This design comes from an exercise in tuning for small area and few clock cycles on the open sky130 flow, not from production work.
Function was checked by simulation only, so behaviour that the tests miss may differ from the original.
Power figures rest on the tool's default switching activity, not on a simulated workload.

[flow/config.mk]
export PLATFORM = sky130hd
export DESIGN_NAME = stepper_shift_frame_composer
export DESIGN_NICKNAME = stepper_shift_frame_composer
export VERILOG_FILES = /design/flow/design.v
export SDC_FILE = /design/flow/constraint.sdc
export NUM_CORES = 4
export LEC_CHECK = 0
export CAP_MARGIN = 20
export CORE_MARGIN = 2
export CORE_UTILIZATION = 40
export SLEW_MARGIN = 20
[flow/constraint.sdc]
create_clock -name core_clock -period 5.0 [get_ports {clk}]
set_input_delay 1.0000 -clock core_clock [delete_from_list [all_inputs] [get_ports {clk}]]
set_output_delay 1.0000 -clock core_clock [all_outputs]
set_load 0.01 [all_outputs]
[flow/design.v]
package sfc_pkg;
	localparam int NUM_MOTORS_DEF = 64;
	localparam int MOTOR_W = 6;
	localparam int CMD_W = 3;
	localparam int WORD_W = 64;
	localparam int WIDX_W = 2;
	localparam int STORE_BITS = 192;
	localparam int FRAME_CNT_W = 3;
	localparam logic [WORD_W-1:0] MASK_RESET = 64'hFFFF_FFFF_FFFF_0000;
	localparam logic KIND_FULL = 1'b0;
	localparam logic KIND_NOCLK = 1'b1;
	typedef enum logic [CMD_W-1:0] {
		CMD_STORE = 3'd0,
		CMD_CLR_ONE = 3'd1,
		CMD_CLR_ALL = 3'd2,
		CMD_SEND = 3'd3,
		CMD_SEND_AUTO = 3'd4,
		CMD_SEND_CHG = 3'd5,
		CMD_SEND_CHG_AUTO = 3'd6
	} cmd_t;
	typedef enum logic {
		ST_IDLE,
		ST_EMIT
	} state_t;
	typedef struct packed {
		logic store;
		logic clr_one;
		logic clr_all;
		logic sent_full;
		logic sent_noclk;
		logic sel_noclk;
		logic [WIDX_W-1:0] word_idx;
	} dp_cmd_t;
	typedef struct packed {
		logic rise;
		logic changed;
	} dp_sts_t;
endpackage
module sfc_ctrl #(
	parameter int NUM_MOTORS = sfc_pkg::NUM_MOTORS_DEF
) (
	input  logic                        clk,
	input  logic                        arst_n,
	input  logic                        in_valid,
	output logic                        in_ready,
	input  logic [sfc_pkg::CMD_W-1:0]   in_command,
	output logic                        out_valid,
	input  logic                        out_ready,
	output logic [sfc_pkg::WIDX_W-1:0]  out_word_index,
	output logic                        out_end_of_frame,
	output logic                        out_last,
	output sfc_pkg::dp_cmd_t            ctl,
	input  sfc_pkg::dp_sts_t            sts
);
	localparam int FRAME_BYTES = (3 * NUM_MOTORS + 7) / 8;
	localparam int FRAME_WORDS = (FRAME_BYTES + 7) / 8;
	localparam logic [sfc_pkg::WIDX_W-1:0] LAST_WORD = sfc_pkg::WIDX_W'(FRAME_WORDS - 1);
	sfc_pkg::state_t                 state_q;
	sfc_pkg::state_t                 state_d;
	logic [3:0]             kinds_q;
	logic [sfc_pkg::FRAME_CNT_W-1:0] frames_q;
	logic [sfc_pkg::WIDX_W-1:0]      word_q;
	logic                   accept;
	logic                   out_acc;
	logic                   go;
	logic [3:0]             plan_kinds;
	logic [sfc_pkg::FRAME_CNT_W-1:0] plan_frames;
	logic                   plan_full;
	logic                   plan_noclk;
	assign accept = in_valid && in_ready;
	assign out_acc = out_valid && out_ready;
	always_comb begin
		go = 1'b0;
		plan_kinds = {sfc_pkg::KIND_FULL, sfc_pkg::KIND_FULL, sfc_pkg::KIND_FULL, sfc_pkg::KIND_FULL};
		plan_frames = sfc_pkg::FRAME_CNT_W'(1);
		plan_full = 1'b0;
		plan_noclk = 1'b0;
		case (in_command)
			sfc_pkg::CMD_SEND, sfc_pkg::CMD_SEND_CHG: begin
				go = (in_command == sfc_pkg::CMD_SEND) || sts.changed;
				plan_full = go;
			end
			sfc_pkg::CMD_SEND_AUTO, sfc_pkg::CMD_SEND_CHG_AUTO: begin
				go = (in_command == sfc_pkg::CMD_SEND_AUTO) || sts.changed;
				plan_noclk = go;
				if (!sts.rise) begin
					plan_kinds = {sfc_pkg::KIND_FULL, sfc_pkg::KIND_NOCLK, sfc_pkg::KIND_FULL, sfc_pkg::KIND_FULL};
					plan_frames = sfc_pkg::FRAME_CNT_W'(2);
				end else if (in_command == sfc_pkg::CMD_SEND_AUTO) begin
					plan_kinds = {sfc_pkg::KIND_NOCLK, sfc_pkg::KIND_FULL, sfc_pkg::KIND_FULL, sfc_pkg::KIND_NOCLK};
					plan_frames = sfc_pkg::FRAME_CNT_W'(4);
				end else begin
					plan_kinds = {sfc_pkg::KIND_NOCLK, sfc_pkg::KIND_FULL, sfc_pkg::KIND_NOCLK, sfc_pkg::KIND_FULL};
					plan_frames = sfc_pkg::FRAME_CNT_W'(3);
				end
			end
			default: begin
				go = 1'b0;
			end
		endcase
	end
	always_comb begin
		state_d = state_q;
		case (state_q)
			sfc_pkg::ST_IDLE: begin
				if (accept && go) state_d = sfc_pkg::ST_EMIT;
			end
			sfc_pkg::ST_EMIT: begin
				if (out_acc && out_last) state_d = sfc_pkg::ST_IDLE;
			end
			default: state_d = sfc_pkg::ST_IDLE;
		endcase
	end
	always_comb begin
		in_ready = (state_q == sfc_pkg::ST_IDLE);
		out_valid = (state_q == sfc_pkg::ST_EMIT);
		out_word_index = word_q;
		out_end_of_frame = (word_q == LAST_WORD);
		out_last = out_end_of_frame && (frames_q == sfc_pkg::FRAME_CNT_W'(1));
		ctl.store = accept && (in_command == sfc_pkg::CMD_STORE);
		ctl.clr_one = accept && (in_command == sfc_pkg::CMD_CLR_ONE);
		ctl.clr_all = accept && (in_command == sfc_pkg::CMD_CLR_ALL);
		ctl.sent_full = accept && plan_full;
		ctl.sent_noclk = accept && plan_noclk;
		ctl.sel_noclk = (kinds_q[3] == sfc_pkg::KIND_NOCLK);
		ctl.word_idx = word_q;
	end
	always_ff @(posedge clk or negedge arst_n) begin
		if (!arst_n) begin
			state_q <= sfc_pkg::ST_IDLE;
			kinds_q <= '0;
			frames_q <= '0;
			word_q <= '0;
		end else begin
			state_q <= state_d;
			if (accept) begin
				kinds_q <= plan_kinds;
				frames_q <= plan_frames;
				word_q <= '0;
			end else if (out_acc) begin
				if (out_end_of_frame) begin
					word_q <= '0;
					kinds_q <= {kinds_q[2:0], sfc_pkg::KIND_FULL};
					frames_q <= frames_q - sfc_pkg::FRAME_CNT_W'(1);
				end else begin
					word_q <= word_q + sfc_pkg::WIDX_W'(1);
				end
			end
		end
	end
endmodule
module sfc_datapath #(
	parameter int NUM_MOTORS = sfc_pkg::NUM_MOTORS_DEF
) (
	input  logic                          clk,
	input  logic                          arst_n,
	input  sfc_pkg::dp_cmd_t              ctl,
	output sfc_pkg::dp_sts_t              sts,
	input  logic [sfc_pkg::MOTOR_W-1:0]   motor,
	input  logic                          clk_bit,
	input  logic                          dir_bit,
	input  logic                          stby_bit,
	input  logic                          cfg_we,
	input  logic [sfc_pkg::WORD_W-1:0]    cfg_data,
	output logic [sfc_pkg::WORD_W-1:0]    frame_word
);
	function automatic logic [sfc_pkg::STORE_BITS-1:0] build_mask(int offset);
		logic [sfc_pkg::STORE_BITS-1:0] m;
		m = '0;
		for (int k = 0; k < NUM_MOTORS; k++)
			m[sfc_pkg::STORE_BITS-1-(3*k+offset)] = 1'b1;
		build_mask = m;
	endfunction
	localparam logic [sfc_pkg::STORE_BITS-1:0] CLK_MASK = build_mask(0);
	localparam logic [sfc_pkg::STORE_BITS-1:0] STBY_MASK = build_mask(2);
	logic [sfc_pkg::STORE_BITS-1:0] pending_q;
	logic [sfc_pkg::STORE_BITS-1:0] sent_q;
	logic [sfc_pkg::WORD_W-1:0]     mask_q;
	logic [sfc_pkg::STORE_BITS-1:0] pend_d;
	logic [sfc_pkg::STORE_BITS-1:0] noclk;
	logic [sfc_pkg::STORE_BITS-1:0] src;
	logic                  dir_eff;
	assign noclk = pending_q & ~CLK_MASK;
	assign dir_eff = dir_bit ^ mask_q[motor];
	assign sts.rise = |(pending_q & ~sent_q & STBY_MASK);
	assign sts.changed = (pending_q != sent_q);
	always_comb begin
		pend_d = pending_q;
		if (ctl.clr_all) begin
			pend_d = pending_q & ~(CLK_MASK | STBY_MASK);
		end
		for (int k = 0; k < NUM_MOTORS; k++) begin
			if (motor == sfc_pkg::MOTOR_W'(k)) begin
				if (ctl.store) begin
					pend_d[sfc_pkg::STORE_BITS-1-3*k] = clk_bit;
					pend_d[sfc_pkg::STORE_BITS-2-3*k] = dir_eff;
					pend_d[sfc_pkg::STORE_BITS-3-3*k] = stby_bit;
				end
				if (ctl.clr_one) begin
					pend_d[sfc_pkg::STORE_BITS-1-3*k] = 1'b0;
					pend_d[sfc_pkg::STORE_BITS-3-3*k] = 1'b0;
				end
			end
		end
	end
	always_ff @(posedge clk or negedge arst_n) begin
		if (!arst_n) begin
			pending_q <= '0;
			sent_q <= '0;
			mask_q <= sfc_pkg::MASK_RESET;
		end else begin
			pending_q <= pend_d;
			if (ctl.sent_full) begin
				sent_q <= pending_q;
			end else if (ctl.sent_noclk) begin
				sent_q <= noclk;
			end
			if (cfg_we) begin
				mask_q <= cfg_data;
			end
		end
	end
	assign src = ctl.sel_noclk ? noclk : pending_q;
	always_comb begin
		case (ctl.word_idx)
			2'd0: frame_word = src[sfc_pkg::STORE_BITS-1 -: sfc_pkg::WORD_W];
			2'd1: frame_word = src[sfc_pkg::STORE_BITS-1-sfc_pkg::WORD_W -: sfc_pkg::WORD_W];
			default: frame_word = src[sfc_pkg::WORD_W-1:0];
		endcase
	end
endmodule
module stepper_shift_frame_composer #(
	parameter int NUM_MOTORS = sfc_pkg::NUM_MOTORS_DEF
) (
	input  logic                          clk,
	input  logic                          arst_n,
	input  logic                          cmd_valid,
	output logic                          cmd_ready,
	input  logic [sfc_pkg::CMD_W-1:0]     cmd_command,
	input  logic [sfc_pkg::MOTOR_W-1:0]   cmd_motor_index,
	input  logic                          cmd_clk_bit,
	input  logic                          cmd_dir_bit,
	input  logic                          cmd_stby_bit,
	output logic                          frame_valid,
	input  logic                          frame_ready,
	output logic [sfc_pkg::WORD_W-1:0]    frame_word,
	output logic [sfc_pkg::WIDX_W-1:0]    frame_word_index,
	output logic                          frame_end_of_frame,
	output logic                          frame_last,
	input  logic                          cfg_valid,
	output logic                          cfg_ready,
	input  logic [sfc_pkg::WORD_W-1:0]    cfg_data
);
	sfc_pkg::dp_cmd_t ctl;
	sfc_pkg::dp_sts_t sts;
	assign cfg_ready = 1'b1;
	sfc_ctrl #(.NUM_MOTORS(NUM_MOTORS)) u_ctrl (
		.clk              (clk),
		.arst_n           (arst_n),
		.in_valid         (cmd_valid),
		.in_ready         (cmd_ready),
		.in_command       (cmd_command),
		.out_valid        (frame_valid),
		.out_ready        (frame_ready),
		.out_word_index   (frame_word_index),
		.out_end_of_frame (frame_end_of_frame),
		.out_last         (frame_last),
		.ctl              (ctl),
		.sts              (sts)
	);
	sfc_datapath #(.NUM_MOTORS(NUM_MOTORS)) u_datapath (
		.clk        (clk),
		.arst_n     (arst_n),
		.ctl        (ctl),
		.sts        (sts),
		.motor      (cmd_motor_index),
		.clk_bit    (cmd_clk_bit),
		.dir_bit    (cmd_dir_bit),
		.stby_bit   (cmd_stby_bit),
		.cfg_we     (cfg_valid),
		.cfg_data   (cfg_data),
		.frame_word (frame_word)
	);
endmodule
[flow/run.sh]
#!/bin/bash
# synth_recipe.tcl (not shown) runs the flow's synth.tcl, then flattens the netlist and writes it again
# the make line also repeats each setting of config.mk as NAME=value (left out here)
make -C /OpenROAD-flow-scripts/flow DESIGN_CONFIG=/design/flow/config.mk WORK_HOME=/design/flow/orfs CLKGATE_MAP_FILE= SYNTH_SCRIPT=/design/flow/synth_recipe.tcl finish
==> results_dict.tcl <==
set metrics [dict create \
    worstPathRequired_ns 4.00 \
    gp_congestion 0.9507 \
    power_density_mw_per_mm2 361.8 \
    synth_edf_count 0 \
    drt-initial-drc-count 1540 \
    crit_fanout 44 \
    seq_power_share 0.434 \
    rows 87 \
    worst_clock_skew_ns 0.03586 \
    finalSetupTns_ns 0 \
    cts_resized 0 \
    grt_pass1_wl_um 112800 \
    postCtsSetupBuffers 0 \
    r2r_slack_ns 1.18 \
    firstDrtPassIters 5 \
    ff_latch_area_mm2 0.01153 \
    period_share 0.8750 \
    cp.arrival_ns 3.37 \
    synthToLayoutAreaGrowth_pct 17.65 \
    overflow 0 \
    p_leak_nw 12.37 \
    ctsHtreeMaxLevel 2 \
    antenna_found_initial 3 \
    grt_max_degree 118 \
    grt_pass1_vias 16743 \
    cts_max_path_buffers 3 \
    status "no timing/DRC/antenna violations" \
    dp_hpwl_um 52330 \
    synth.net_count 2092 \
    fmax_mhz 228.6 \
    synth_seq_cells 458 \
    portBuffers 150 \
    routedWlPerCell_um 26.70 \
    hold_violations 0 \
    crit_path_end_kind "primary output" \
    place_area_mm2 0.02505 \
    cts_tree "built" \
    r2r-start "u_datapath.pending_q[54]$_DFF_PN0_" \
    hold_path_class "in -> async" \
    ys.flop_type "dfrtp_1" \
    fill_cells 5079 \
    yosys.cell_types.count 52 \
    combPwrFrac 0.170 \
    switching_share 0.3046 \
    cts.sink_count 458 \
    multi_input_comb_area_mm2 0.01040 \
    crit_type "reg -> out" \
    cts-root-buf "clkbuf_16" \
    fin_hold_ws_ns 0.4223 \
    worst_pin_slew_ns 1.062 \
    clk_latency_ns 0.62 \
    postCtsHoldBufs 0 \
    r2r-end "u_datapath.sent_q[3]$_DFFE_PN0P_" \
    fp.dieW_um 242.4 \
    drive_gt1_frac 0.2158 \
    ys_warn_count 2 \
    dieArea_mm2 0.05877 \
    cts_made_buffers 51 \
    ir_drop_mv 0.2506 \
    fin_area_mm2 0.02675 \
    maxSlewViolCount 0 \
    vias 16916 \
    synth_area_per_cell_um2 11.69 \
    drc_errors 0 \
    p_int_w 0.006730 \
    cap_violations 0 \
    grt_usage 0.2573 \
    reg2reg_depth 9 \
    finalWirelength_um 76160 \
    finalCriticalPeriod_ns 4.375 \
    rsz0062_at_grt "no" \
    ant_nets 0 \
    viasPerCell 5.931 \
    max_slew_margin 0.2922 \
    clk_pin_slew_ns 0.06 \
    synthesis.area_mm2 0.02274 \
    ys_async_sr_fraction 1.000 \
    dieHeight_um 242.4 \
    core_area_mm2 0.05628 \
    start_util 0.4041 \
    io_pins 152 \
    setup_viol 0 \
    synthCells 1945 \
    p_clk_frac 0.397 \
    start_kind "flop" \
    nNetsFinal 2201 \
    p_switching_w 0.002948 \
    synth_seq_area_share 0.5067 \
]
synthesized netlist by cell type, drive strengths merged (15+ instances only):
cell,count,area share
mux2,255,0.13
ha,66,0.036
dfrtp,410,0.45
xnor2,18,0.0078
clkbuf,97,0.016
mux4,20,0.021
a22o,177,0.068
inv,73,0.012
nand4,34,0.0094
nor4,51,0.014
nand3b,22,0.0073
nor3b,43,0.014
dfstp,48,0.055
buf,36,0.010
a21oi,103,0.023
o21ai,75,0.017
nand3,15,0.0033
xor2,110,0.042
nor2,72,0.012
nand2,128,0.021
mux2i,25,0.011
worst max-delay path, stage by stage, from the launching register on:
cell and delay (ns):
dfrtp_4 0.66, inv_2 0.50, nor3b_1 0.61, a21oi_1 0.07, o21ai_0 0.29, clkdlybuf4s50_1 0.60
cells by family (layout without fill, tap and decap cells):
family                   Yosys count  after routing  share of synthesized area
AO/OA/AOI/OAI                    387            387                     0.1193
other                              1              2                  0.0001649
XOR/XNOR                         128            128                    0.05013
adder cells (fa/ha/maj)           66             66                    0.03632
buffers and inverters            206            356                    0.03819
AND/OR/NAND/NOR                  399            399                    0.09079
flip-flops                       458            458                     0.5067
multiplexers                     300            300                     0.1584
power groups by stage:
stage / clock network [W] / logic [W] / registers (W)
final: 0.00384 / 0.00164 / 0.00420
after global routing: 0.00406 / 0.00175 / 0.00422
after CTS: 0.00390 / 0.00164 / 0.00419
after detailed placement: 0 / 0.00164 / 0.00426
after global placement: 0 / 0.00161 / 0.00425
after floorplan: 0 / 0.00107 / 0.00404
registers in the layout (all words and copies together), names as in the netlist:
register,flops
u_ctrl.frames_q,3
u_ctrl.kinds_q,4
u_ctrl.state_q,1
u_ctrl.word_q,2
u_datapath.mask_q,64
u_datapath.pending_q,192
u_datapath.sent_q,192
routing by layer:
layer,track usage,vias to the layer above,routed length [um]
li1,-,7267,-
met1,0.3447,8726,31920
met2,0.4012,762,34890
met3,0.06026,157,6183
met4,0.1066,4,3143
met5,0,-,20
area by class of cell:
| cell class | count | share of cell area |
|---|---|---|
| Antenna cell | 1 | 0.00009354 |
| Clock inverter | 16 | 0.005800 |
| Multi-Input combinational cell | 1281 | 0.3886 |
| Tap cell | 756 | 0.03536 |
| Clock buffer | 78 | 0.05757 |
| Timing Repair Buffer | 189 | 0.07128 |
| Inverter | 73 | 0.01024 |
| Sequential cell | 458 | 0.4311 |
through the flow:
stage          utilization  cells  total power (W)  worst slack, ns
3_5_place_dp        0.4452   2757         0.005891           0.5345
6_report            0.4754   2852         0.009678           0.6251
3_3_place_gp        0.4452   2757         0.005865           0.5715
4_1_cts             0.4753   2851         0.009730           0.5793
5_1_grt             0.4753   2851          0.01002           0.5037
2_1_floorplan            -   1945         0.005106            1.675
cell usage in the layout (no fill, tap or decap), types with 3 or more instances in the layout:
| master | synthesis | layout |
|---|---|---|
| o31ai_1 | 9 | 9 |
| a22o_1 | 177 | 177 |
| clkdlybuf4s50_1 | 0 | 148 |
| a21oi_1 | 103 | 103 |
| nand2b_1 | 9 | 9 |
| xnor2_1 | 17 | 17 |
| mux4_2 | 14 | 14 |
| dfrtp_4 | 0 | 3 |
| buf_4 | 3 | 30 |
| nor4_1 | 51 | 51 |
| xor2_1 | 110 | 110 |
| nor2_1 | 72 | 71 |
| nor3_1 | 8 | 7 |
| clkbuf_1 | 97 | 13 |
| clkbuf_16 | 0 | 53 |
| nand4_1 | 34 | 34 |
| mux2i_1 | 25 | 25 |
| nor3b_1 | 43 | 43 |
| o311ai_0 | 7 | 7 |
| nor2b_1 | 7 | 7 |
| nand3_1 | 15 | 14 |
| nand3b_1 | 22 | 22 |
| mux2_2 | 253 | 253 |
| clkbuf_8 | 0 | 12 |
| dfrtp_1 | 410 | 407 |
| o21ai_0 | 73 | 73 |
| nand2_1 | 128 | 128 |
| o211ai_1 | 4 | 4 |
| mux4_1 | 6 | 6 |
| a32o_1 | 4 | 4 |
| clkinv_2 | 0 | 7 |
| inv_1 | 72 | 72 |
| buf_12 | 1 | 9 |
| ha_1 | 66 | 66 |
| dfstp_2 | 48 | 48 |
worst max path at each step:
stage          slack [ns]  cells past startpoint                               endpoint                          from
2_1_floorplan        1.68                      9  u_datapath.pending_q[100]$_DFFE_PN0P_            cmd_motor_index[0]
3_5_place_dp         0.53                      9   u_datapath.pending_q[85]$_DFFE_PN0P_            cmd_motor_index[0]
4_1_cts              0.58                      4                         frame_word[55]  u_ctrl.word_q[0]$_DFFE_PN0P_
3_3_place_gp         0.57                      9   u_datapath.pending_q[85]$_DFFE_PN0P_            cmd_motor_index[0]
5_1_grt              0.50                      4                         frame_word[55]  u_ctrl.word_q[0]$_DFFE_PN0P_
6_report             0.63                      5                         frame_word[34]  u_ctrl.word_q[0]$_DFFE_PN0P_
Testbench counts, summed over its fixed seeds: cycles 13,779.

afterwards: timing with drivers on the ports:
In the flow no input, the clock included, has a driving cell. The finished layout below was timed again as built, in two steps.
Step 1 (the two cells are an assumption about what drives the block):
set clk [get_ports {clk}]
set_driving_cell -lib_cell sky130_fd_sc_hd__clkbuf_16 $clk
set_driving_cell -lib_cell sky130_fd_sc_hd__buf_2 [delete_from_list [all_inputs] $clk]
Step 2 moves the port delays by t, midway between the first and last clock arrival at a register: inputs arrive t later, outputs are due t later. That takes back most of the time a late clock gives input paths.
Three values: no drivers, after step 1, after step 2; two values: the first two.
t, ns: 0.656
slack for setup (ns): 0.625 / 0.567 / 0.564
latest minus earliest clock arrival (ns): 0.036 / 0.036
worst register clock-pin slew, ns: 0.07 / 0.07
pins driven straight from the clock port: 1
After both steps this run still meets setup and hold. For this run, drivers alone change the setup slack by -0.058 ns; drivers and shift together by -0.061 ns.
